This is an optimization exercise on Yosys and OpenROAD, whose aim is small area, a short achievable clock period and few clock cycles per item, not a production implementation. At most, simulation tests tie the RTL to the original design; equivalence was not proved. No activity file was given, so power comes from the tool's default toggle rates.

## lz77_top
module lz77_top (
  input  logic                  clk,
  input  logic                  rstn,
  input  logic                  start_i,
  input  logic [BLK_LEN_WD-1:0] cfg_len_i,
  input  logic [DATA_WD-1:0]    rd_dat_i,
  output logic                  rd_val_o,
  output logic                  val_o,
  output logic                  flg_lit_o,
  output logic [DATA_WD-1:0]    dat_lit_o,
  output logic [LEN_WD-1:0]     dat_len_o,
  output logic [DST_WD-1:0]     dat_dst_o,
  output logic                  flg_lst_o,
  output logic                  done_o
);
==> module lz77_window, before the edit <==
module lz77_window (
  input  logic                  clk,
  input  logic                  rstn,
  input  logic                  start_i,
  input  logic [BLK_LEN_WD-1:0] cfg_len_i,
  input  logic [DATA_WD-1:0]    rd_dat_i,
  output logic                  rd_val_o,
  output logic [WIN_SIZE-1:0]   eq_o,
  output logic                  nv_o,
  output logic [DATA_WD-1:0]    lit_o
);
  logic                             rd_val_r;
  logic                             rd_out_r;
  logic [BLK_LEN_WD-1:0]            rem_r;
  logic [DST_WD-1:0]                cnt_r;
  logic [WIN_SIZE-1:0][DATA_WD-1:0] hist_r;
  logic [WIN_SIZE-1:0]              vld_w;
  logic [WIN_SIZE-1:0]              eq_w;
  logic [WIN_SIZE-1:0]              eq_r;
  logic                             nv_r;
  always_ff @(posedge clk or negedge rstn) begin
    if (!rstn) begin
      rd_val_r <= 1'b0;
    end else begin
      rd_val_r <= start_i || (rd_val_r && rem_r > BLK_LEN_WD'(1));
    end
  end
  always_ff @(posedge clk or negedge rstn) begin
    if (!rstn) begin
      rd_out_r <= 1'b0;
    end else begin
      rd_out_r <= start_i || (rd_out_r && rem_r != BLK_LEN_WD'(1));
    end
  end
  always_ff @(posedge clk) begin
    rem_r <= start_i ? cfg_len_i : rem_r - 1'b1;
  end
  always_ff @(posedge clk) begin
    if (start_i || (rd_val_r && rem_r == BLK_LEN_WD'(1))) begin
      cnt_r <= '0;
    end else if (rd_val_r && !cnt_r[DST_WD-1]) begin
      cnt_r <= cnt_r + 1'b1;
    end
  end
  always_ff @(posedge clk) begin
    hist_r <= {hist_r[WIN_SIZE-2:0], rd_dat_i};
  end
  always_comb begin
    for (int i = 0; i < WIN_SIZE; i++) begin
      vld_w[i] = (cnt_r > DST_WD'(i));
      eq_w[i]  = vld_w[i] && (rd_dat_i == hist_r[i]);
    end
  end
  always_ff @(posedge clk) begin
    eq_r <= eq_w;
  end
  always_ff @(posedge clk or negedge rstn) begin
    if (!rstn) begin
      nv_r <= 1'b0;
    end else begin
      nv_r <= rd_val_r;
    end
  end
  assign rd_val_o = rd_out_r;
  assign eq_o     = eq_r;
  assign nv_o     = nv_r;
  assign lit_o    = hist_r[2];
endmodule
clock: 8.0 ns
lec_check: 0
cap_margin: 20
core_margin: 2
core_utilization: 40
cts_buf_list: sky130_fd_sc_hd__clkbuf_16
cts_cluster_diameter: 80
cts_cluster_size: 30
setup_slack_margin: 5
slew_margin: 20
standard.sh (not shown) runs the stock make flow with config.mk's settings and CLKGATE_MAP_FILE= SYNTH_SCRIPT=/design/flow/synth_recipe.tcl, a recipe that flattens the netlist after the stock synthesis.
==> flow/flow/run.sh <==
#!/bin/bash
# The standard layout with a tighter timing-repair target, small port buffers and no dummy
# clock loads; the clock period and constraints are the design's. ORFS keeps each step's log
# under orfs/logs.
set -euo pipefail
bash standard.sh SETUP_SLACK_MARGIN=5.46 "BUFFER_PORTS_ARGS=-buffer_cell sky130_fd_sc_hd__buf_2" \
  "CTS_ARGS=-sink_clustering_enable -repair_clock_nets -sink_clustering_size 30 -sink_clustering_max_diameter 80 -buf_list sky130_fd_sc_hd__clkbuf_16 -dont_use_dummy_load" \
  finish > standard.log 2>&1
Testbench counts at the start, summed over its fixed seeds: cycles 41,294, bytes 39,715.
Then changed:
--- a/flow/design.v
+++ b/flow/design.v
@@ -59,11 +59,11 @@
   always_ff @(posedge clk) begin
     hist_r <= {hist_r[WIN_SIZE-2:0], rd_dat_i};
   end
   always_comb begin
     for (int i = 0; i < WIN_SIZE; i++) begin
-      vld_w[i] = (cnt_r > DST_WD'(i));
+      vld_w[i] = rd_val_r;
       eq_w[i]  = vld_w[i] && (rd_dat_i == hist_r[i]);
     end
   end
   always_ff @(posedge clk) begin
     eq_r <= eq_w;
After rerunning: Setup slack gets better by 0.0044 ns. Synthesized cell count falls by 7.1%. Sequential share of layout area rose by 1.5 points. Cell count decreases by 6.0%. Non-clock buffer count is unchanged. Wire length drops by 7.5%. Area after synthesis goes down by 4.9%. Clock-buffer cell count is unchanged. Power went down by 1.7%. Clock power shrinks by about 0.9%. Core utilization goes up by 0.68 points. Final area came out lower by 4.8%.
The RTL of the second run of this note was laid out without a check of its function.

afterwards: timing with drivers on the ports:
How much do the figures lean on ideal ports? The routed layouts below were timed once more, with nothing changed but the port constraints.
Step 1, drivers: a clkbuf_16 drives clk and a buf_2 each remaining input, both assumed.
Step 2 adds t to the input delays and takes it off the output delays; t is the mean of the earliest and latest rising clock arrival at the registers after step 1. Input paths then give back, and output paths get back, about the clock's delay inside the block.
Slacks: ideal ports / drivers / drivers and shift; pairs: ideal ports / drivers.
| run | t, ns | slack for setup (ns) | worst setup path after step 2 | clock arrival spread, ns | slew at the worst register clock pin (ns) |
|---|---|---|---|---|---|
| the first run | 0.482 | 5.414 / 5.373 / 5.128 | input to register | 0.041 / 0.040 | 0.11 / 0.11 |
| the second run | 0.482 | 5.419 / 5.375 / 5.125 | input to register | 0.045 / 0.045 | 0.11 / 0.11 |
After both steps every run listed still meets setup and hold. For the second run, which loses most, drivers alone change the setup slack by -0.044 ns; drivers and shift together by -0.294 ns.
